Context: an optimization exercise on an open-source flow, tuned for small area. The choices shown serve that exercise and are no tape-out recipe.
Only simulation tests tie the RTL to the original design; equivalence was not proved.
The clock port is modelled as an ideal driver; clocking choices that lean on that would not hold on a real chip.
Power is estimated from default activity; no workload was simulated.

## flow/design.v

```verilog
package lpht_pkg;
    localparam int SLOTS_DEF     = 16;
    localparam int KEY_BYTES_DEF = 8;
    localparam int LEN_W     = 5;
    localparam int OP_W      = 2;
    localparam int STATUS_W  = 2;
    localparam int KEY_W     = 64;
    localparam int VALUE_W   = 64;
    localparam int MARK_W    = 2;
    localparam logic [LEN_W-1:0] TLEN_RESET = 5'd16;
    typedef enum logic [OP_W-1:0] {
        OP_INSERT = 2'd0,
        OP_FIND   = 2'd1,
        OP_REMOVE = 2'd2
    } t_op;
    typedef enum logic [STATUS_W-1:0] {
        ST_DONE      = 2'd0,
        ST_NOT_FOUND = 2'd1,
        ST_DUPLICATE = 2'd2,
        ST_FULL      = 2'd3
    } t_status;
    typedef enum logic [MARK_W-1:0] {
        MARK_EMPTY   = 2'd0,
        MARK_USED    = 2'd1,
        MARK_DELETED = 2'd2
    } t_mark;
endpackage
module lpht_ram #(
    parameter int WIDTH = 8,
    parameter int DEPTH = 16
) (
    input  logic             i_clk,
    input  logic             i_we,
    input  logic             i_keep,
    input  logic [WIDTH-1:0] i_wdata,
    output logic [WIDTH-1:0] o_head,
    output logic [WIDTH-1:0] o_tail
);
    logic [WIDTH*DEPTH-1:0] r_ring;
    always_ff @(posedge i_clk) begin
        r_ring <= {(({WIDTH{i_we}} & i_wdata) | ({WIDTH{i_keep}} & r_ring[WIDTH-1:0])),
                   r_ring[WIDTH*DEPTH-1:WIDTH]};
    end
    assign o_head = r_ring[WIDTH-1:0];
    assign o_tail = r_ring[WIDTH*DEPTH-1 -: WIDTH];
endmodule
module linear_probe_hash_table #(
    parameter int SLOTS     = lpht_pkg::SLOTS_DEF,
    parameter int KEY_BYTES = lpht_pkg::KEY_BYTES_DEF
) (
    input  logic                                            i_clk,
    input  logic                                            i_rst_n,
    input  logic                                            s_axis_tvalid,
    output logic                                            s_axis_tready,
    input  logic [lpht_pkg::KEY_W+lpht_pkg::VALUE_W-1:0]    s_axis_tdata,
    input  logic [lpht_pkg::OP_W-1:0]                       s_axis_tuser,
    output logic                                            m_axis_tvalid,
    input  logic                                            m_axis_tready,
    output logic [lpht_pkg::VALUE_W-1:0]                    m_axis_tdata,
    output logic [lpht_pkg::STATUS_W-1:0]                   m_axis_tuser,
    input  logic                                            i_cfg_we,
    input  logic [lpht_pkg::LEN_W-1:0]                      i_cfg_wdata
);
    localparam int IW = $clog2(SLOTS);
    localparam int KW = lpht_pkg::KEY_W;
    localparam int VW = lpht_pkg::VALUE_W;
    localparam int LW = lpht_pkg::LEN_W;
    localparam int WW = 13;                  
    localparam int NW = 10;                  
    localparam int KWD = 5;                  
    localparam int OW = VW + 1;              
    typedef enum logic [2:0] {
        S_CLEAR = 3'd0,
        S_IDLE  = 3'd1,
        S_HASH  = 3'd2,
        S_SEEK  = 3'd3,
        S_PROBE = 3'd4,
        S_WRITE = 3'd5,
        S_CAPT  = 3'd6,
        S_ACK   = 3'd7
    } t_state;
    t_state                    r_state;
    logic [IW-1:0]             r_pos;
    logic [NW-1:0]             r_rwo;
    logic [3:0]                r_hj;
    logic [IW-1:0]             r_h;
    logic [IW-1:0]             r_widx;
    logic                      r_free_v;
    logic [LW-1:0]             r_tlen;
    logic                      r_out_valid;
    logic [1:0]                r_out_st;
    logic [OW-1:0]             r_out_val;
    logic                      r_wsel, r_keep, r_vsel, r_vkeep;
    logic                      r_mis, r_used;
    logic [1:0]                op;
    logic [KW-1:0]             key;
    logic [VW-1:0]             val;
    logic [LW-1:0]             len_use;
    logic [WW-1:0]             cand [NW];
    logic [WW-1:0]             in_word;
    logic [WW-1:0]             keymask;
    logic [WW-1:0]             hd_word, tl_word;
    logic                      rw_last, slot_end, dec;
    logic                      is_empty, is_used, is_match;
    logic                      at_h, probe, exhausted, find_hit, wr_start;
    logic                      kbit, first, hstep;
    logic [2:0]                hj5;
    logic [IW:0]               t_sum, t_red;
    assign op  = s_axis_tuser;
    assign key = s_axis_tdata[KW-1:0];
    assign val = s_axis_tdata[KW +: VW];
    always_comb begin
        if (r_tlen == '0) begin
            len_use = LW'(1);
        end else if (32'(r_tlen) > 32'(SLOTS)) begin
            len_use = LW'(SLOTS);
        end else begin
            len_use = r_tlen;
        end
    end
    always_comb begin
        for (int w = 0; w < NW; w++) begin
            for (int j = 0; j < WW; j++) begin
                if (w < KWD) begin
                    if (KWD * j + w < KW) begin
                        cand[w][j] = key[8 * ((KWD * j + w) % 8) + 7 - (KWD * j + w) / 8];
                    end else begin
                        cand[w][j] = (r_state != S_CLEAR) && !op[1];
                    end
                end else if (w == KWD && j == 0) begin
                    cand[w][j] = (r_state != S_CLEAR) && op[1];
                end else begin
                    cand[w][j] = val[WW * (w - KWD) + j - 1];
                end
            end
        end
        in_word = '0;
        for (int w = 0; w < NW; w++) begin
            in_word = in_word | ({WW{r_rwo[w]}} & cand[w]);
        end
    end
    assign rw_last  = r_rwo[NW-1];
    assign slot_end = rw_last;
    assign dec      = r_rwo[KWD];
    assign hstep = (|r_rwo[KWD-1:0]) && !((r_hj == 4'(WW - 1)) && r_rwo[KWD-1]);
    assign hj5   = 3'(r_hj) * 3'(KWD);
    always_comb begin
        first = 1'b0;
        for (int w = 0; w < KWD; w++) begin
            first = first | (r_rwo[w] && (hj5 == 3'((8 - w) % 8)));
        end
    end
    assign kbit  = in_word[r_hj];
    assign t_sum = first ? {r_h, kbit} : ({1'b0, r_h} + (IW + 1)'(kbit));
    assign t_red = (t_sum >= (IW + 1)'(len_use)) ? (t_sum - (IW + 1)'(len_use)) : t_sum;
    assign keymask  = r_rwo[KWD-1] ? {1'b0, {(WW - 1){1'b1}}} : '1;
    assign is_used  = r_used;
    assign is_match = r_used && !r_mis;
    assign is_empty = !r_used && !hd_word[0];
    assign at_h      = (r_pos == r_h);
    assign probe     = dec && (((r_state == S_SEEK) && at_h) ||
                       ((r_state == S_PROBE) && !at_h && ((IW + 1)'(r_pos) < (IW + 1)'(len_use))));
    assign exhausted = dec && (r_state == S_PROBE) && at_h;
    assign wr_start  = (r_state == S_WRITE) && rw_last && ((r_pos + IW'(1)) == r_widx);
    assign s_axis_tready = (r_state == S_ACK);
    always_ff @(posedge i_clk) begin
        if (!i_rst_n) begin
            r_state     <= S_CLEAR;
            r_pos       <= '0;
            r_rwo       <= NW'(1);
            r_tlen      <= lpht_pkg::TLEN_RESET;
            r_out_valid <= 1'b0;
        end else begin
            r_rwo <= {r_rwo[NW-2:0], r_rwo[NW-1]};
            if (rw_last) begin
                r_pos <= r_pos + IW'(1);
            end
            if (i_cfg_we) begin
                r_tlen <= i_cfg_wdata;
            end
            if (m_axis_tready) begin
                r_out_valid <= 1'b0;
            end
            case (r_state)
                S_CLEAR: begin
                    if (rw_last && (r_pos == IW'(SLOTS - 1))) begin
                        r_state <= S_IDLE;
                    end
                end
                S_IDLE: begin
                    if (s_axis_tvalid && !r_out_valid) begin
                        if (op == 2'd3) begin
                            r_state <= S_ACK;
                        end else if (rw_last) begin
                            r_state <= S_HASH;
                        end
                    end
                end
                S_HASH: begin
                    if (rw_last && (r_hj == 4'(WW - 1))) begin
                        r_state <= S_SEEK;
                    end
                end
                S_SEEK, S_PROBE: begin
                    if (probe || exhausted) begin
                        r_state <= S_PROBE;
                    end
                    if (probe && (is_match || is_empty)) begin
                        r_state <= S_ACK;
                        if ((op == lpht_pkg::OP_REMOVE) ? is_match :
                            (op == lpht_pkg::OP_INSERT) && !is_match) begin
                            r_state <= S_WRITE;
                        end
                        if ((op == lpht_pkg::OP_FIND) && is_match) begin
                            r_state <= S_CAPT;
                        end
                    end
                    if (exhausted) begin
                        r_state <= S_ACK;
                        if ((op == lpht_pkg::OP_INSERT) && r_free_v) begin
                            r_state <= S_WRITE;
                        end
                    end
                end
                S_WRITE: begin
                    if (r_wsel && rw_last) begin
                        r_state <= S_ACK;
                    end
                end
                S_CAPT: begin
                    if (r_rwo[0]) begin
                        r_state <= S_ACK;
                    end
                end
                S_ACK: begin
                    r_out_valid <= 1'b1;
                    r_state     <= S_IDLE;
                end
                default: begin
                    r_state <= S_IDLE;
                end
            endcase
        end
    end
    always_ff @(posedge i_clk) begin
        r_mis <= (r_rwo[0] ? 1'b0 : r_mis) ||
                 ((|r_rwo[KWD-1:0]) && (|((hd_word ^ in_word) & keymask)));
        if (r_rwo[KWD-1]) begin
            r_used <= hd_word[WW-1];
        end
        case (r_state)
            S_IDLE: if (!r_out_valid) begin
                r_hj      <= '0;
                r_h       <= '0;
                r_free_v  <= 1'b0;
                r_out_st  <= lpht_pkg::ST_NOT_FOUND;
            end
            S_HASH: begin
                if (hstep) begin
                    r_h <= t_red[IW-1:0];
                end
                if (rw_last) begin
                    r_hj <= r_hj + 4'd1;
                end
            end
            default: begin
            end
        endcase
        if (probe) begin
            if (!r_free_v && !is_used) begin
                r_free_v <= 1'b1;
                r_widx   <= r_pos;
            end
            if (is_match) begin
                r_widx <= r_pos;
                case (op)
                    lpht_pkg::OP_INSERT: r_out_st <= lpht_pkg::ST_DUPLICATE;
                    lpht_pkg::OP_FIND,
                    lpht_pkg::OP_REMOVE: r_out_st <= lpht_pkg::ST_DONE;
                    default:             r_out_st <= lpht_pkg::ST_NOT_FOUND;
                endcase
            end else if (is_empty && (op == lpht_pkg::OP_INSERT)) begin
                r_out_st <= lpht_pkg::ST_DONE;
            end
        end
        if (exhausted && (op == lpht_pkg::OP_INSERT)) begin
            r_out_st <= r_free_v ? lpht_pkg::ST_DONE : lpht_pkg::ST_FULL;
        end
    end
    assign find_hit = probe && is_match && (op == lpht_pkg::OP_FIND);
    always_ff @(posedge i_clk) begin
        r_vsel    <= find_hit || (r_vsel && !r_rwo[0]);
        r_vkeep   <= !(find_hit || (r_vsel && !r_rwo[0])) &&
                     !((r_state == S_IDLE) && !r_out_valid);
        r_out_val <= ({OW{r_vsel}} & {tl_word, r_out_val[OW-1:WW]}) |
                     ({OW{r_vkeep}} & r_out_val);
    end
    always_ff @(posedge i_clk) begin
        if (!i_rst_n) begin
            r_wsel <= 1'b1;
            r_keep <= 1'b0;
        end else if (r_state == S_CLEAR) begin
            r_wsel <= !(rw_last && (r_pos == IW'(SLOTS - 1)));
            r_keep <= rw_last && (r_pos == IW'(SLOTS - 1));
        end else begin
            r_wsel <= wr_start || (r_wsel && !rw_last);
            r_keep <= !(wr_start || (r_wsel && !rw_last));
        end
    end
    lpht_ram #(
        .WIDTH (WW),
        .DEPTH (SLOTS * NW)
    ) u_ring (
        .i_clk   (i_clk),
        .i_we    (r_wsel),
        .i_keep  (r_keep),
        .i_wdata (in_word),
        .o_head  (hd_word),
        .o_tail  (tl_word)
    );
    assign m_axis_tvalid = r_out_valid;
    assign m_axis_tuser  = r_out_st;
    assign m_axis_tdata  = r_out_val[OW-1:1];
endmodule
```

## flow/flow/run.sh

```bash
#!/bin/bash
set -o pipefail
export BUFFER_PORTS_ARGS="-buffer_cell sky130_fd_sc_hd__buf_1"
export CTS_ARGS="-sink_clustering_enable -repair_clock_nets -dont_use_dummy_load -buf_list sky130_fd_sc_hd__clkbuf_4 -sink_clustering_size 12 -sink_clustering_max_diameter 40 -sink_buffer_max_cap_derate 1.0"
export POST_CTS_TCL="$PWD/flow/fix_clk.tcl"
bash standard.sh > standard.log 2>&1
```

## flow/flow/fix_clk.tcl

```tcl
# Upsize the clock-tree buffers that drive a register clock pin with a slow slew,
# then legalise the placement again.
set fix_thr 0.117
estimate_parasitics -placement
set fix_insts {}
foreach pin [get_pins -hierarchical */CLK] {
  if {[get_property $pin slew_max] > $fix_thr} {
    foreach drv [get_pins -of_objects [get_nets -of_objects $pin] -filter "direction==output"] {
      lappend fix_insts [get_full_name [get_cells -of_objects $drv]]
    }
  }
}
set fix_next [dict create sky130_fd_sc_hd__clkbuf_1 sky130_fd_sc_hd__clkbuf_2 \
  sky130_fd_sc_hd__clkbuf_2 sky130_fd_sc_hd__clkbuf_4 sky130_fd_sc_hd__clkbuf_4 sky130_fd_sc_hd__clkbuf_8 \
  sky130_fd_sc_hd__clkbuf_8 sky130_fd_sc_hd__clkbuf_16]
set fix_n 0
foreach name [lsort -unique $fix_insts] {
  set cell [get_cells $name]
  set master [get_property [get_lib_cells -of_objects $cell] name]
  if {[dict exists $fix_next $master]} {
    replace_cell $cell [dict get $fix_next $master]
    incr fix_n
  }
}
puts "fix_clk: upsized $fix_n clock buffers"
if {$fix_n > 0} {
  detailed_placement
  check_placement -verbose
  estimate_parasitics -placement
}
set fix_mx 0
foreach pin [get_pins -hierarchical */CLK] {
  set s [get_property $pin slew_max]
  if {$s > $fix_mx} { set fix_mx $s }
}
puts "fix_clk: largest register clock pin slew $fix_mx"
```

## flow/standard.sh

```bash
#!/bin/bash
# synth_recipe.tcl (not shown) runs the flow's synth.tcl, then flattens the netlist and writes it again
# the make line also repeats each setting of config.mk as NAME=value (left out here)
make -C /OpenROAD-flow-scripts/flow DESIGN_CONFIG=/design/flow/config.mk WORK_HOME=/design/flow/orfs CLKGATE_MAP_FILE= SYNTH_SCRIPT=/design/flow/synth_recipe.tcl "${@:-finish}"
```

## flow/config.mk

```make
export PLATFORM = sky130hd
export DESIGN_NAME = linear_probe_hash_table
export DESIGN_NICKNAME = linear_probe_hash_table
export VERILOG_FILES = /design/flow/design.v
export SDC_FILE = /design/flow/constraint.sdc
export NUM_CORES = 4
export LEC_CHECK = 0
export CAP_MARGIN = 20
export CORE_MARGIN = 2
export CORE_UTILIZATION = 60
export PLACE_DENSITY = 0.75
export SLEW_MARGIN = 20
```

## flow/constraint.sdc

```tcl
create_clock -name core_clock -period 10.0 [get_ports {i_clk}]
set_input_delay 2.0000 -clock core_clock [delete_from_list [all_inputs] [get_ports {i_clk}]]
set_output_delay 2.0000 -clock core_clock [all_outputs]
set_load 0.01 [all_outputs]
```

==> results of run 1 <==
-- cells in the mapped netlist (14+ instances only) --
library cell	count	share of area, %
ha_1	15	0.40
nand2_1	29	0.23
a22oi_1	29	0.46
a22o_1	86	1.6
inv_1	19	0.15
o21ai_0	20	0.21
a221oi_1	14	0.26
clkbuf_1	26	0.21
dfxtp_1	2175	92
xnor2_1	18	0.33
nor2_1	23	0.18
xor2_1	15	0.28
-- worst reg2reg max path, cell delays in order (launching register included) --
cell      delay, ns
dfxtp_1        0.51
buf_4          0.28
a22o_1         0.22
a221oi_1       0.37
nand4_1        0.37
mux4_2         0.55
a211oi_2       0.27
a21oi_2        0.09
ha_1           0.23
ha_1           0.27
mux2_2         0.31
ha_1           0.32
nor2b_1        0.13
o21ai_0        0.18
a21boi_0       0.10
o21ai_0        0.15
nand2b_1       0.21
mux2i_1        0.18
a22o_1         0.23
-- final cells by class --
| cell class | count | area, sq um | share of cell area, % |
|---|---|---|---|
| Sequential cell | 2188 | 43900 | 86.6 |
| Multi-Input combinational cell | 394 | 2940 | 5.80 |
| Clock buffer | 207 | 1600 | 3.15 |
| Tap cell | 1040 | 1300 | 2.57 |
| Timing Repair Buffer | 219 | 866 | 1.71 |
| Inverter | 19 | 71.3 | 0.141 |
| Antenna cell | 1 | 2.50 | 0.00493 |
-- per-stage QoR --
stage	instances	hold slack, ns
2_1_floorplan	2648	0.310
3_3_place_gp	3859	0.310
3_5_place_dp	3859	0.312
5_1_grt	4068	0.217
6_report	4068	0.218
-- cells by family (layout without fill, tap and decap cells) --
group	count (synthesis)	after routing	synth area share, %
simple gates	129	129	1.44
mux	13	13	0.305
other cells	0	1	0
compound gates	203	203	3.43
fa+ha+maj	16	16	0.440
flops	2188	2188	93.2
xor+xnor	33	33	0.613
buf+inv	66	445	0.608
-- flip-flops by register name (all words and copies together), names as in the netlist, 2 cells and up --
name	cells
u_ring.r_ring	2080
r_tlen	5
r_widx	4
r_h	4
r_out_st	2
r_rwo	10
r_pos	4
r_state	3
r_hj	4
r_out_val	64
-- worst min-delay path by stage --
stage,from,endpoint,slack [ns],depth (start not counted)
after floorplan,u_ring.r_ring[13],u_ring.r_ring[0],0.31,0
after global placement,u_ring.r_ring[792],u_ring.r_ring[779],0.31,0
after detailed placement,u_ring.r_ring[1099],u_ring.r_ring[1086],0.31,0
after global routing,u_ring.r_ring[1983],u_ring.r_ring[1970],0.22,0
final,u_ring.r_ring[466],u_ring.r_ring[453],0.22,0
-- where the power goes --
group	leakage, nW	internal, mW	switching [mW]	total (mW)
clock network	0.970	0.982	2.29	3.27
registers	17.9	9.06	0.107	9.17
logic	1.43	0.0560	0.0939	0.150
total	20.3	10.1	2.49	12.6
-- per-layer routing --
layer	global-route usage, %	share of wire, %
met1	23.3	49
met2	24.9	44
met3	4.33	5.0
met4	6.28	2.1
met5	0	0.037
==> summary.txt, run 1 <==
status finished clean; Hold Fails Final Rpt 0; detailed-route vias per instance around 4.5; critical path data arrival time 6.25 ns; TritonCTS clock tree yes; Critical Path, Cell by Cell buf_1 -> a22o_1 -> a221oi_1 -> nand4_1 -> mux4_2 -> a211oi_2 -> a21oi_2 -> ha_1 -> ha_1 -> mux2_2 -> ha_1 -> nor2b_1 -> o21ai_0 -> a21boi_0 -> o21ai_0 -> nand2b_1 -> mux2i_1 -> a22o_1; worst skew pair latency about 1.1 ns; post-route cell area approximately 0.051 sq mm; Worst-path clk slew 0.12 ns; num ports 208; sequential-to-total area share from yosys stat between 90% and 100%; RSZ-0062 raised after global routing false; post-layout power 12.6 mW; Post-Syn Area per Cell 17.8 sq um; DR iter-0 viols 755; Crit. End Element register; Worst R2R End r_h[0]; Highest Clock Rate 0.181 GHz; Starting Density 60.8%; Post-Syn Area approximately 0.047 sq mm; number of cells on the critical path 18; Crit Path Category input pin to register; Min-Delay Path Class register to register; most common cell after layout, fill and taps aside dfxtp_1; commonest cells after routing, fill and taps aside dfxtp_1 (2173), buf_1 (206), clkbuf_4 (200); crit path max-delay cell type mux4_2; fillcell total approximately 5.2k; pre-CTS setup slack 3.37 ns; R2R Setup Slk 4.80 ns; row cnt 102; Power Density 248 mW/mm^2; ys flop type dfxtp_1; final worst slack 4.48 ns; Req. time, crit path 10.73 ns; WL final 65100 um; DR WL/cell 16.0 um; Max Cap Viol 0; final core utilization 65.4%; clk_skew approximately 0.19 ns; LEAKAGE 20.3 nW; core area a little under 0.08 sq mm; DIE WIDTH approximately 280 um; Yosys cell types 60; Worst Setup Start Kind input pin; R2R cell count 18; detailed-router iteration count before antenna repair 7; crit path time final around 5.5 ns; antenna viol nets, final 0; Final GP Congestion 0.938; setup TNS 0 ns; initial antenna violation count 7; Synth-to-Final Area Change 7.54%; max-slew violations 0; number of flops mapped to enable cells by yosys 13; Mapped Nets 2804; IR drop worst, VDD roughly 190 uV; Least-Margin Pin Slew 1.03 ns; Port Buffers 207; placed cell area 0.0491 sq mm; CP max stage delay approximately 0.55 ns; register bit count reported by yosys 2188; via count of the first global-routing pass 19.6k; WP buf/inv 1; GRT Util Overall 16.6%; Crit path max-delay family compound AO/OA/AOI/OAI gates; die area ~0.081 sq mm; Syn Inst Count 2648; Slew headroom 30.5%; CP most frequent cell ha_1; Final #Nets 3185; crit-path max FO 6; CP Launch Point s_axis_tdata[46]; layout cell share with drive strength beyond 1 under 10%; Async S/R FF share, synth 0%; period utilization 55.2%; RR Startpoint r_rwo[3]; Synthesis Warnings 3; DRC viols 0; largest net degree at the start of global routing 66; Worst Setup EP r_h[0]; vias after detailed routing between 15k and 20k; Post-DP HPWL 40000 um; first-pass GRT wire length 105000 um; GR Overflow Total 0; Die Ht 284 um; # clock sinks 2188; # setup viols final 0
==> inputs of run 2 (changes only) <==
--- a/flow/design.v
+++ b/flow/design.v
@@ -82,7 +82,6 @@
     t_state                    r_state;
     logic [IW-1:0]             r_pos;
     logic [NW-1:0]             r_rwo;
-    logic [3:0]                r_hj;
     logic [IW-1:0]             r_h;
     logic [IW-1:0]             r_widx;
     logic                      r_free_v;
@@ -142,15 +141,15 @@
     assign rw_last  = r_rwo[NW-1];
     assign slot_end = rw_last;
     assign dec      = r_rwo[KWD];
-    assign hstep = (|r_rwo[KWD-1:0]) && !((r_hj == 4'(WW - 1)) && r_rwo[KWD-1]);
-    assign hj5   = 3'(r_hj) * 3'(KWD);
+    assign hstep = (|r_rwo[KWD-1:0]) && !((r_pos == IW'(WW - 1)) && r_rwo[KWD-1]);
+    assign hj5   = 3'(r_pos) * 3'(KWD);
     always_comb begin
         first = 1'b0;
         for (int w = 0; w < KWD; w++) begin
             first = first | (r_rwo[w] && (hj5 == 3'((8 - w) % 8)));
         end
     end
-    assign kbit  = in_word[r_hj];
+    assign kbit  = in_word[r_pos];
     assign t_sum = first ? {r_h, kbit} : ({1'b0, r_h} + (IW + 1)'(kbit));
     assign t_red = (t_sum >= (IW + 1)'(len_use)) ? (t_sum - (IW + 1)'(len_use)) : t_sum;
     assign keymask  = r_rwo[KWD-1] ? {1'b0, {(WW - 1){1'b1}}} : '1;
@@ -191,13 +190,13 @@
                     if (s_axis_tvalid && !r_out_valid) begin
                         if (op == 2'd3) begin
                             r_state <= S_ACK;
-                        end else if (rw_last) begin
+                        end else if (rw_last && (r_pos == IW'(SLOTS - 1))) begin
                             r_state <= S_HASH;
                         end
                     end
                 end
                 S_HASH: begin
-                    if (rw_last && (r_hj == 4'(WW - 1))) begin
+                    if (rw_last && (r_pos == IW'(WW - 1))) begin
                         r_state <= S_SEEK;
                     end
                 end
@@ -250,7 +249,6 @@
         end
         case (r_state)
             S_IDLE: if (!r_out_valid) begin
-                r_hj      <= '0;
                 r_h       <= '0;
                 r_free_v  <= 1'b0;
                 r_out_st  <= lpht_pkg::ST_NOT_FOUND;
@@ -259,9 +257,6 @@
                 if (hstep) begin
                     r_h <= t_red[IW-1:0];
                 end
-                if (rw_last) begin
-                    r_hj <= r_hj + 4'd1;
-                end
             end
             default: begin
             end
==> run 2 against run 1 <==
- cell count grew 0.12%
- still clean
- critical path type unchanged
- register-to-register slack gained 0.11 ns
- area after synthesis shrank 0.22%
- clock skew fell by 0.040 ns
- count of clock-buffer cells in the layout unchanged
- core utilization is 0.090 points lower
==> summary.txt, run 2 <==
status finished clean (unchanged); number of flops mapped to enable cells by yosys 9 (was 13); GR Overflow Total 0 (unchanged); num ports 208 (unchanged); clk_skew 0.149 ns (was 0.189 ns); Starting Density 60.6% (was 60.8%); max FFs per register 2080 (unchanged); DR iter-0 viols 871 (was 755); biggest regs u_ring.r_ring: 2080 flops, r_out_val: 64 flops, r_rwo: 10 flops (unchanged); Port Buffers 207 (unchanged); Final GP Congestion 0.929 (was 0.938); cell with the most instances after synthesis dfxtp_1 (unchanged); Slew headroom 23.7% (was 30.5%); initial antenna violation count 3 (was 7); core area 0.0776 sq mm (unchanged); Crit Path Category input pin to register (unchanged); largest net degree at the start of global routing 66 (unchanged); Post-Syn Area per Cell 17.8 sq um (about the same); sequential-to-total area share from yosys stat 93.1% (was 93.2%); Yosys cell types 64 (was 60); Reg area 0.0438 sq mm (was 0.0439 sq mm); Synth-to-Final Area Change 7.63% (was 7.54%); first-pass GRT wire length 104000 um (was 105000 um); Post-Syn Area 0.0471 sq mm (was 0.0472 sq mm); DIE WIDTH 284 um (about the same); top cells by area, synth dfxtp_1 (93%), a22o_1 (1.5%), a22oi_1 (0.70%) (was dfxtp_1 (92%), a22o_1 (1.6%), edfxtp_1 (0.83%)); Power Density 247 mW/mm^2 (was 248 mW/mm^2); row cnt 102 (unchanged); Async S/R FF share, synth 0% (unchanged); Max Cap Viol 0 (unchanged); final non-filler cell total 4073 (was 4068); Synth top cells by count dfxtp_1 (2175), a22o_1 (80), a22oi_1 (44) (was dfxtp_1 (2175), a22o_1 (86), a22oi_1 (29), nand2_1 (29), clkbuf_1 (26)); critical path data arrival time 6.22 ns (was 6.25 ns); final core utilization 65.3% (was 65.4%); die area 0.0807 sq mm (was 0.0809 sq mm); antenna viol nets, final 0 (unchanged); top cell type's share of synthesized area 92.5% (was 92.3%); area of the multi-input gates 0.00299 sq mm (was 0.00294 sq mm); # clock sinks 2184 (was 2188); detailed-route vias per instance 4.58 (was 4.54); GRT Util Overall 16.3% (was 16.6%); layout cell share with drive strength beyond 1 7.73% (was 7.63%); Crit. End Element register (unchanged); DR WL/cell 15.7 um (was 16.0 um); Worst Setup Start Kind input pin (unchanged); Least-Margin Pin Slew 1.13 ns (was 1.03 ns); placed cell count 3861 (was 3859); worst skew pair latency 1.06 ns (was 1.07 ns); Mapped Nets 2805 (was 2804); setup TNS 0 ns (unchanged); Min-Delay Path Class register to register (unchanged); Most flops, register u_ring.r_ring (unchanged); register bit count reported by yosys 2184 (was 2188); max-slew violations 0 (unchanged); Synthesis Warnings 3 (unchanged); Die Ht 284 um (about the same); commonest cells after routing, fill and taps aside dfxtp_1 (2173), buf_1 (207), clkbuf_4 (196) (was dfxtp_1 (2173), buf_1 (206), clkbuf_4 (200)); LEAKAGE 20.3 nW (about the same); RSZ-0062 raised after global routing false (unchanged); ys flop type dfxtp_1 (unchanged); crit-path max FO 5 (was 6); most common cell after layout, fill and taps aside dfxtp_1 (unchanged); Req. time, crit path 10.69 ns (was 10.73 ns); Highest Clock Rate 0.181 GHz (about the same); period utilization 55.4% (was 55.2%); Final #Nets 3185 (unchanged); Hold Fails Final Rpt 0 (unchanged); Post-DP HPWL 38900 um (was 40000 um); detailed-router iteration count before antenna repair 5 (was 7); IR drop worst, VDD 171 uV (was 193 uV); crit path time final 5.54 ns (was 5.52 ns); Syn Inst Count 2650 (was 2648); post-synth top area cell dfxtp_1 (unchanged); DRC viols 0 (unchanged); via count of the first global-routing pass 19.5k (was 19.6k); vias after detailed routing 18.7k (was 18.5k); WL final 63900 um (was 65100 um); # setup viols final 0 (unchanged); Worst-path clk slew 0.11 ns (was 0.12 ns); fillcell total 5252 (was 5233); TritonCTS clock tree yes (unchanged)
## run 2: final cells by class
| class | instances | area share (%) |
|---|---|---|
| flip-flops and latches | 2184 | 86.5 |
| well taps | 1040 | 2.57 |
| diodes | 5 | 0.0247 |
| inverters | 13 | 0.0964 |
| multi-input cells | 407 | 5.91 |
| clock buffers | 207 | 3.20 |
| repair buffers | 217 | 1.68 |
## run 2: worst paths after layout
path,startpoint,endpoint,slack (ns),cells past startpoint
worst min-delay path,u_ring.r_ring[1194],u_ring.r_ring[1181],0.22,0
worst max register to register,r_rwo[4],r_h[3],4.91,17
worst min register to register,u_ring.r_ring[1194],u_ring.r_ring[1181],0.22,0
worst max-delay path,s_axis_tdata[109],r_h[3],4.46,17
## run 2: where the power goes
group | total, mW | leakage, nW | internal (mW) | switching [mW]
Sequential | 9.08 | 17.8 | 8.98 | 0.0943
Combinational | 0.131 | 1.46 | 0.0532 | 0.0782
Clock | 3.28 | 0.981 | 0.999 | 2.29
Total | 12.5 | 20.3 | 10.0 | 2.46
## run 2: metrics by stage
step	setup WS [ns]	total power [mW]	hold WS (ns)	instance area [sq um]
3_3_place_gp	3.48	9.40	0.310	49000
2_1_floorplan	4.32	9.29	0.310	47100
3_5_place_dp	3.44	9.40	0.312	49000
5_1_grt	4.24	13.0	0.193	50600
6_report	4.46	12.5	0.217	50600
## run 2: cells by family after synthesis
| group | Yosys count | share of synthesized area, % |
|---|---|---|
| XOR/XNOR | 28 | 0.521 |
| AO/OA/AOI/OAI | 209 | 3.60 |
| flip-flops | 2184 | 93.1 |
| multiplexers | 13 | 0.279 |
| AND/OR/NAND/NOR | 142 | 1.54 |
| adder cells (fa/ha/maj) | 15 | 0.415 |
| buffers and inverters | 59 | 0.532 |
## run 2: per-layer routing
layer	GRT usage (%)	share of wire, %	vias up
li1	-	-	9273
met5	0	0	-
met1	23.2	50	8804
met2	23.8	42	438
met4	6.89	2.7	0
met3	4.19	4.7	144
## run 2: critical path, stage by stage
cell,delay (ns)
buf_1,0.07
a22o_1,0.22
a221oi_1,0.36
nand4_1,0.30
a221o_1,0.41
a211oi_2,0.25
nor2_1,0.10
ha_1,0.20
ha_1,0.26
mux2_2,0.32
ha_1,0.32
a21o_1,0.16
a21o_1,0.19
a31o_2,0.22
a31oi_1,0.52
mux2i_1,0.27
nor2_1,0.06
==> inputs of run 3 (changes only) <==
--- a/flow/design.v
+++ b/flow/design.v
@@ -81,6 +81,7 @@
     } t_state;
     t_state                    r_state;
     logic [IW-1:0]             r_pos;
+    logic [NW/2-1:0]           r_rwj;
     logic [NW-1:0]             r_rwo;
     logic [IW-1:0]             r_h;
     logic [IW-1:0]             r_widx;
@@ -90,7 +91,7 @@
     logic [1:0]                r_out_st;
     logic [OW-1:0]             r_out_val;
     logic                      r_wsel, r_keep, r_vsel, r_vkeep;
-    logic                      r_mis, r_used;
+    logic                      r_mis;
     logic [1:0]                op;
     logic [KW-1:0]             key;
     logic [VW-1:0]             val;
@@ -138,6 +139,17 @@
             in_word = in_word | ({WW{r_rwo[w]}} & cand[w]);
         end
     end
+    always_comb begin
+        for (int k = 0; k < NW / 2; k++) begin
+            if (k == 0) begin
+                r_rwo[k] = !r_rwj[NW/2-1] && !r_rwj[0];
+                r_rwo[k + NW/2] = r_rwj[NW/2-1] && r_rwj[0];
+            end else begin
+                r_rwo[k] = r_rwj[k-1] && !r_rwj[k];
+                r_rwo[k + NW/2] = !r_rwj[k-1] && r_rwj[k];
+            end
+        end
+    end
     assign rw_last  = r_rwo[NW-1];
     assign slot_end = rw_last;
     assign dec      = r_rwo[KWD];
@@ -153,9 +165,9 @@
     assign t_sum = first ? {r_h, kbit} : ({1'b0, r_h} + (IW + 1)'(kbit));
     assign t_red = (t_sum >= (IW + 1)'(len_use)) ? (t_sum - (IW + 1)'(len_use)) : t_sum;
     assign keymask  = r_rwo[KWD-1] ? {1'b0, {(WW - 1){1'b1}}} : '1;
-    assign is_used  = r_used;
-    assign is_match = r_used && !r_mis;
-    assign is_empty = !r_used && !hd_word[0];
+    assign is_used  = tl_word[WW-1];
+    assign is_match = is_used && !r_mis;
+    assign is_empty = !is_used && !hd_word[0];
     assign at_h      = (r_pos == r_h);
     assign probe     = dec && (((r_state == S_SEEK) && at_h) ||
                        ((r_state == S_PROBE) && !at_h && ((IW + 1)'(r_pos) < (IW + 1)'(len_use))));
@@ -166,11 +178,11 @@
         if (!i_rst_n) begin
             r_state     <= S_CLEAR;
             r_pos       <= '0;
-            r_rwo       <= NW'(1);
+            r_rwj       <= '0;
             r_tlen      <= lpht_pkg::TLEN_RESET;
             r_out_valid <= 1'b0;
         end else begin
-            r_rwo <= {r_rwo[NW-2:0], r_rwo[NW-1]};
+            r_rwj <= {r_rwj[NW/2-2:0], !r_rwj[NW/2-1]};
             if (rw_last) begin
                 r_pos <= r_pos + IW'(1);
             end
@@ -244,9 +256,6 @@
     always_ff @(posedge i_clk) begin
         r_mis <= (r_rwo[0] ? 1'b0 : r_mis) ||
                  ((|r_rwo[KWD-1:0]) && (|((hd_word ^ in_word) & keymask)));
-        if (r_rwo[KWD-1]) begin
-            r_used <= hd_word[WW-1];
-        end
         case (r_state)
             S_IDLE: if (!r_out_valid) begin
                 r_h       <= '0;
==> run 3 against run 2 <==
- still clean on timing, DRC and antenna
- register-to-register slack worse by 0.59 ns
- critical path depth is 1 higher
- sequential share of layout area is 0.36 points lower
- core utilization is 0.076 points higher
- first-iteration DRC count is 19% higher
- cell area grew 0.12%
- die area about the same
- sequential power is 0.4% higher
- sequential cell count decreased by 6
- setup slack lost 0.30 ns
- critical path type unchanged
- largest cell class unchanged
- largest power group unchanged
- highest routed layer is now met5
==> summary.txt, run 3 <==
hold_sp u_ring.r_ring[97] (was u_ring.r_ring[1194]); Post-Syn Area 0.0470 sq mm (was 0.0471 sq mm); Synthesis Warnings 3 (unchanged); setup TNS 0 ns (unchanged); DRC viols 0 (unchanged); largest net degree at the start of global routing 66 (unchanged); WP buf/inv 1 (unchanged); Hold Fails Final Rpt 0 (unchanged); top cells by area, synth dfxtp_1 (92%), a22o_1 (1.5%), edfxtp_1 (0.51%) (was dfxtp_1 (93%), a22o_1 (1.5%), a22oi_1 (0.70%)); Yosys cell types 64 (unchanged); post-synth top area cell dfxtp_1 (unchanged); Syn Inst Count 2661 (was 2650); period utilization 58.4% (was 55.4%); Most flops, register u_ring.r_ring (unchanged); # clock sinks 2178 (was 2184); Worst Setup Start Kind input pin (unchanged); CP max stage delay 0.66 ns (was 0.52 ns); Min-Delay Path Class register to register (unchanged); R2R cell count 19 (was 17); WHS Path Cells 0 (unchanged); Port Buffers 207 (unchanged); DR WL/cell 16.7 um (was 15.7 um); core area 0.0776 sq mm (unchanged); Async S/R FF share, synth 0% (unchanged); Final GP Congestion 0.898 (was 0.929); most common cell after layout, fill and taps aside dfxtp_1 (unchanged); num ports 208 (unchanged); die area 0.0807 sq mm (about the same); IR drop worst, VDD 159 uV (was 171 uV); biggest regs u_ring.r_ring: 2080 flops, r_out_val: 64 flops (was u_ring.r_ring: 2080 flops, r_out_val: 64 flops, r_rwo: 10 flops); Crit Path Category input pin to register (unchanged); Crit path max-delay family compound AO/OA/AOI/OAI gates (unchanged); LEAKAGE 20.4 nW (was 20.3 nW); top cell type's share of synthesized area 92.4% (was 92.5%); Final #Nets 3197 (was 3185); post-route cell area 0.0507 sq mm (was 0.0506 sq mm); status finished clean (unchanged); Crit. End Element register (unchanged); antenna viol nets, final 0 (unchanged); max FFs per register 2080 (unchanged); GRT Util Overall 17.5% (was 16.3%); Hold Crit Endpoint u_ring.r_ring[84] (was u_ring.r_ring[1181]); Die Ht 284 um (about the same); # setup viols final 0 (unchanged); Req. time, crit path 10.66 ns (was 10.69 ns); Worst R2R End r_h[0] (was r_h[3]); R2R Setup Slk 4.32 ns (was 4.91 ns); clk_skew 0.127 ns (was 0.149 ns); Starting Density 60.6% (about the same); detailed-router iteration count before antenna repair 7 (was 5); register bit count reported by yosys 2178 (was 2184); Highest Clock Rate 0.171 GHz (was 0.181 GHz); crit path time final 5.84 ns (was 5.54 ns); TritonCTS clock tree yes (unchanged); DR iter-0 viols 1038 (was 871); Slew headroom 13.6% (was 23.7%); Post-Syn Area per Cell 17.7 sq um (was 17.8 sq um); initial antenna violation count 11 (was 3); WL final 68300 um (was 63900 um); ys flop type dfxtp_1 (unchanged); row cnt 102 (unchanged); DIE WIDTH 284 um (about the same); number of flops mapped to enable cells by yosys 8 (was 9); layout cell share with drive strength beyond 1 7.70% (was 7.73%); Post-DP HPWL 41800 um (was 38900 um); cell with the most instances after synthesis dfxtp_1 (unchanged); CP most frequent cell a21o_1 (was ha_1); commonest cells after routing, fill and taps aside dfxtp_1 (2168), buf_1 (207), clkbuf_4 (184) (was dfxtp_1 (2173), buf_1 (207), clkbuf_4 (196)); via count of the first global-routing pass 19.9k (was 19.5k); Max Cap Viol 0 (unchanged); RR Startpoint r_rwj[3] (was r_rwo[4]); first-pass GRT wire length 109000 um (was 104000 um); detailed-route vias per instance 4.62 (was 4.58); Mapped Nets 2816 (was 2805); GR Overflow Total 0 (unchanged); max-slew violations 0 (unchanged); Worst-path clk slew 0.11 ns (about the same); crit path max-delay cell type a2111oi_2 (was a31oi_1); sequential-to-total area share from yosys stat 92.9% (was 93.1%); Power Density 250 mW/mm^2 (was 247 mW/mm^2); Synth top cells by count dfxtp_1 (2170), a22o_1 (82), clkbuf_1 (30) (was dfxtp_1 (2175), a22o_1 (80), a22oi_1 (44)); RSZ-0062 raised after global routing false (unchanged); placed cell area 0.0490 sq mm (about the same); Least-Margin Pin Slew 1.29 ns (was 1.13 ns); crit-path max FO 6 (was 5); Critical Path, Cell by Cell buf_1 -> a221oi_1 -> a31oi_1 -> a2111oi_2 -> nor3_1 -> a31oi_1 -> o21ai_0 -> o31a_1 -> ha_1 -> ha_1 -> mux2_2 -> ha_1 -> a21o_1 -> a21o_1 -> a31o_2 -> a21o_1 -> a21o_1 -> o31a_1 (was buf_1 -> a22o_1 -> a221oi_1 -> nand4_1 -> a221o_1 -> a211oi_2 -> nor2_1 -> ha_1 -> ha_1 -> mux2_2 -> ha_1 -> a21o_1 -> a21o_1 -> a31o_2 -> a31oi_1 -> mux2i_1 -> nor2_1); Synth-to-Final Area Change 7.79% (was 7.63%); worst skew pair latency 1.04 ns (was 1.06 ns); vias after detailed routing 18.8k (was 18.7k); critical path data arrival time 6.50 ns (was 6.22 ns)
## run 3: changes by cell type after synthesis, sizes merged, moves of 7 or more
cell    change
xnor2       +9
nor2b       +7
nand2      -15
nand2b     +13
a22oi      -15
xor2        -7
clkbuf     +10
buf        -11
## run 3: cell families (layout without fill, tap and decap cells)
logic type	Yosys count	after routing	synth area share [%]
buffers and inverters	62	441	0.569
DFF	2178	2178	92.9
and+or+nand+nor	143	143	1.65
muxes	11	11	0.242
xor gates and xnor gates	30	30	0.559
AOI/OAI and AO/OA	222	222	3.71
other	0	1	0
adders and majority gates	15	15	0.415
## run 3: worst register-to-register path: cells and delay by family, from the launching register on
| family | cells | cell delay (ns) |
|---|---|---|
| adder cells (fa/ha/maj) | 3 | 0.81 |
| multiplexers | 1 | 0.30 |
| AND/OR/NAND/NOR | 1 | 0.20 |
| buffers and inverters | 2 | 0.57 |
| AO/OA/AOI/OAI | 12 | 2.76 |
| flip-flops | 1 | 0.74 |
## run 3: worst max path at each step
stage / startpoint / cells after the start / slack (ns) / to
after detailed placement: s_axis_tdata[31] / 19 / 3.26 / r_h[3]
after global placement: s_axis_tdata[31] / 19 / 3.21 / r_h[3]
final: s_axis_tdata[31] / 18 / 4.16 / r_h[0]
after global routing: s_axis_tdata[31] / 18 / 3.92 / r_h[0]
after floorplan: s_axis_tdata[15] / 18 / 4.14 / r_h[3]
## run 3: stage by stage
step           utilization, %  hold slack [ns]  std cells  setup slack (ns)  power [mW]
3_5_place_dp             63.1            0.312       3871              3.26        9.48
2_1_floorplan               -            0.310       2661              4.14        9.35
6_report                 65.3            0.210       4081              4.16        12.7
5_1_grt                  65.3            0.175       4081              3.92        13.2
3_3_place_gp             63.1            0.309       3871              3.21        9.47
## run 3: routing by layer
metal  vias up  track usage, %  wire length [um]
met5         -               0                32
met4         6            6.59              1400
met3       126            5.47              5070
met2       564            24.4             28000
met1      8838            25.6             33800
li1       9313               -                 -
## run 3: cell type report
| type | instances | area, sq um |
|---|---|---|
| inverters | 17 | 63.8 |
| fillers | 5264 | 26900 |
| diodes | 1 | 2.50 |
| clock buffers | 209 | 1730 |
| repair buffers | 215 | 837 |
| well taps | 1040 | 1300 |
| multi-input cells | 421 | 3090 |
| flip-flops and latches | 2178 | 43700 |
## run 3: power by group
group	internal [mW]	switching, mW	total, mW	leakage [nW]
logic	0.0646	0.103	0.168	1.52
clock network	1.07	2.31	3.38	1.03
registers	9.01	0.108	9.12	17.8
total	10.1	2.52	12.7	20.4

## re-timing with driven ports
The results above use ideal ports. As a check the final layouts listed here were re-extracted and re-timed, cells and wires unchanged.
Step 1 assumes that a clkbuf_16 drives the clock port and a buf_2 every other input.
Step 2 times the ports against the registers' clock, not the clock port: input delays grow and output delays shrink by t, the midpoint of the rising clock arrivals with the driver on.
Slacks: no drivers / after step 1 / after step 2; pairs: no drivers / after step 1.
run | shift t [ns] | setup slack, ns | clock arrival spread, ns | slew at the worst register clock pin (ns) | cell pins on the clock port's net
run 1 | 1.039 | 4.479 / 4.519 / 3.480 | 0.197 / 0.196 | 0.12 / 0.12 | 1
run 2 | 1.041 | 4.465 / 4.505 / 3.463 | 0.177 / 0.177 | 0.12 / 0.12 | 1
run 3 | 1.022 | 4.161 / 4.194 / 3.172 | 0.150 / 0.150 | 0.12 / 0.12 | 1
After both steps setup and hold are still met in every run listed. For run 2, which loses most, drivers alone change the setup slack by +0.040 ns; drivers and shift together by -1.002 ns.
